This design comes from an exercise in tuning for small area, a short achievable clock period and few clock cycles on the open sky130 flow, not from production work.
At most, simulation tests tie the RTL to the original design; equivalence was not proved.
No activity file was given, so power comes from the tool's default toggle rates.

== the baseline ==
Design hough_top, start of the top module:
module hough_top (
   input  logic                clk,
   input  logic                i_rst_n,
   input  logic                i_row_valid,
   input  hough_pkg::row_t     i_row,
   output logic                o_row_ready,
   output logic                o_res_valid,
   output hough_pkg::result_t  o_res,
   input  logic                i_res_ready
);
   logic [9:0] a_q [10];      
   logic [3:0] rcnt_q;        
   logic       afull_q;       
   logic       vld1_q;        
   logic [3:0] vrow_q;        
   logic       bvalid_q;      
   logic       take;
   logic       xfer;
   logic       blast;         
   assign xfer        = afull_q && (!bvalid_q || blast);
   assign o_row_ready = !afull_q || !bvalid_q;
   assign take        = i_row_valid && o_row_ready;
   always_ff @(posedge clk or negedge i_rst_n) begin
      if (!i_rst_n) begin
         rcnt_q  <= '0;
         afull_q <= 1'b0;
         vld1_q  <= 1'b0;
      end else begin
         vld1_q <= take;
         if (xfer) begin
            rcnt_q  <= take ? 4'd1 : 4'd0;
            afull_q <= 1'b0;
         end else if (take) begin
            rcnt_q  <= rcnt_q + 4'd1;
            afull_q <= (rcnt_q == 4'd9);
         end
      end
   end
   always_ff @(posedge clk) begin
      if (take) begin
         vrow_q <= xfer ? 4'd0 : rcnt_q;
         for (int i = 0; i < 9; i++) a_q[i] <= a_q[i+1];
         a_q[9] <= i_row;
      end
   end
   logic [1:0] xv_q [10];     
   logic [1:0] yv_q [1:9];    
   logic [2:0] xinc [10];
   logic [1:0] yinc [1:5];
   logic       first;
   function automatic logic [2:0] tadd(input logic [2:0] a, input logic [2:0] b);
      tadd[0] = a[0] | b[0];
      tadd[1] = a[1] | b[1] | (a[0] & b[0]);
      tadd[2] = a[2] | b[2] | (a[1] & b[0]) | (a[0] & b[1]);
   endfunction
   function automatic logic [2:0] tcnt10(input logic [9:0] m);
      logic [2:0] l1 [5];
      logic [2:0] l2 [3];
      for (int k = 0; k < 5; k++)
         l1[k] = {1'b0, m[2*k] & m[2*k+1], m[2*k] | m[2*k+1]};
      l2[0] = tadd(l1[0], l1[1]);
      l2[1] = tadd(l1[2], l1[3]);
      l2[2] = l1[4];
      tcnt10 = tadd(tadd(l2[0], l2[1]), l2[2]);
   endfunction
   assign first = (vrow_q == 4'd0);
   logic [9:0] xpairs [10];
  ...
Size: roughly 3000 cells after synthesis, roughly 570 flip-flops, roughly 33 I/O pins, about 31000 um^2 of cells after synthesis.
==> flow/config.mk <==
export PLATFORM = sky130hd
export DESIGN_NAME = hough_top
export DESIGN_NICKNAME = hough_top
export VERILOG_FILES = /design/flow/design.v
export SDC_FILE = /design/flow/constraint.sdc
export NUM_CORES = 4
export LEC_CHECK = 0
export CAP_MARGIN = 20
export CORE_MARGIN = 2
export CORE_UTILIZATION = 55
export SETUP_SLACK_MARGIN = 4.8
export SLEW_MARGIN = 20
==> flow/constraint.sdc <==
create_clock -name core_clock -period 8.0 [get_ports {clk}]
set_input_delay 1.6000 -clock core_clock [delete_from_list [all_inputs] [get_ports {clk}]]
set_output_delay 1.6000 -clock core_clock [all_outputs]
set_load 0.01 [all_outputs]
run.sh (not shown) runs the stock make flow with config.mk's settings and CLKGATE_MAP_FILE= SYNTH_SCRIPT=/design/flow/synth_recipe.tcl, a recipe that flattens the netlist after the stock synthesis.
Testbench counts of the baseline, summed over its fixed seeds: cycles 2,832.
> inputs changed (the baseline -> the candidate)
--- a/flow/design.v
+++ b/flow/design.v
@@ -435,20 +435,19 @@
 );
    logic [9:0] a_q [10];      
    logic [3:0] rcnt_q;        
    logic       afull_q;       
    logic       vld1_q;        
    logic [3:0] vrow_q;        
    logic       bvalid_q;      
    logic       take;
    logic       xfer;
-   logic       blast;         
-   assign xfer        = afull_q && (!bvalid_q || blast);
+   assign xfer        = afull_q && !bvalid_q;
    assign o_row_ready = !afull_q || !bvalid_q;
    assign take        = i_row_valid && o_row_ready;
    always_ff @(posedge clk or negedge i_rst_n) begin
       if (!i_rst_n) begin
          rcnt_q  <= '0;
          afull_q <= 1'b0;
          vld1_q  <= 1'b0;
       end else begin
          vld1_q <= take;
@@ -645,33 +644,32 @@
       for (int c = 0; c < 10; c++) xm_c[c] = (xv_q[c] == 2'd3);
       for (int c = 0; c < 9; c++)  ym_c[c] = yv_q[9-c][1];
       ym_c[9] = 1'b0;
       if (xm_c == '0) xm_c = 10'h030;
       if (ym_c == '0) ym_c = 10'h030;
    end
    assign xstep  = bvalid_q && bmv_q && !cutpend_q && (!bxm_q[0] || used_q);
    assign ystep  = bvalid_q && bmv_q && !cutpend_q && !bym_q[0];
    assign bready = bvalid_q && bmv_q && !cutpend_q && bxm_q[0] && bym_q[0] && !used_q;
-   assign blast  = sload && (bxm_q[9:1] == '0);
    always_ff @(posedge clk or negedge i_rst_n) begin
       if (!i_rst_n) begin
          bvalid_q <= 1'b0;
          mpend_q  <= 1'b0;
          cutpend_q <= 1'b0;
          bmv_q    <= 1'b0;
          used_q   <= 1'b0;
       end else begin
-         mpend_q <= xfer && vld1_q;    
+         mpend_q <= xfer;
          if (xfer) cutpend_q <= !cutok_q;
          else      cutpend_q <= cutpend_q && !cutok_q;
          if (xfer) begin
             bvalid_q <= 1'b1;
-            bmv_q    <= !vld1_q;
+            bmv_q    <= 1'b0;
             used_q   <= 1'b0;
          end else begin
             if (mpend_q) bmv_q <= 1'b1;
             if (sload) begin
                if (bxm_q[9:1] == '0) bvalid_q <= 1'b0;
                else                  used_q   <= 1'b1;
             end else if (xstep) begin
                used_q <= 1'b0;
             end
@@ -680,22 +678,18 @@
    end
    always_ff @(posedge clk) begin
       if (xfer) begin
          bcx_q <= '0;
          bcy_q <= '0;
          for (int i = 0; i < 10; i++)
             for (int j = 0; j < 10; j++)
                b_q[i][j] <= a_q[i][j] &    
                             ((4'(i) < prow_q) || ((4'(i) == prow_q) && pcol_q[j]));
-         if (!vld1_q) begin
-            bxm_q <= xm_c;
-            bym_q <= ym_c;
-         end
       end else begin
          if (mpend_q) begin
             bxm_q <= xm_c;
             bym_q <= ym_c;
          end
          if (cutpend_q)
             for (int i = 8; i < 10; i++)
                for (int j = 0; j < 10; j++)
                   b_q[i][j] <= b_q[i][j] &
Notes after the runs:
- Timing, DRC, antenna: 0 failures across the candidate and the baseline
- The candidate reports a higher synthesis-to-finish area growth than the baseline does.
- When the candidate is set beside the baseline, its fraction of the yosys area taken by sequential cells turns out to be 0.97 points larger.
- Between the baseline and the candidate, starting utilization of the core area increased.
- Sort the candidate and the baseline by average via count per standard cell, descending, and the baseline comes first.
- Going from the baseline to the candidate, proportion of cell area occupied by multi-input gates moved down; final non-filler cell total moved down.
- The non-clock buffer area fraction after layout of the candidate and that of the baseline are within noise of each other.
- Post-synthesis xor/xnor area fraction of the candidate is on par with the baseline.
- The candidate against the baseline: global-route usage held, post-layout total power went up by 3.7%.
- Sum of routed wire length over all layers of the candidate falls short of that of the baseline by a few percent.
No functional check of the RTL was part of the candidate.

==> afterwards: timing with drivers on the ports <==
No port has a modelled driver above. Below, the same layouts with a new extraction and two added sets of constraints. Step 1 (the two cells are an assumption about what drives the block):
set clk [get_ports {clk}]
set_driving_cell -lib_cell sky130_fd_sc_hd__clkbuf_16 $clk
set_driving_cell -lib_cell sky130_fd_sc_hd__buf_2 [delete_from_list [all_inputs] $clk]
Step 2 also shifts input and output timing later by t, the mid clock arrival at the registers, as if the neighbouring blocks saw the same clock. a / b / c = ideal / step 1 / step 2; a / b = the first two.
run | shift t [ns] | slack for setup (ns) | cell pins on the clock port's net
the baseline | 0.692 | 4.853 / 4.788 / 4.237 | 1
the candidate | 0.681 | 4.860 / 4.797 / 4.264 | 1
After both steps setup and hold are still met in every run listed. For the baseline, which loses most, drivers alone change the setup slack by -0.065 ns; drivers and shift together by -0.616 ns.
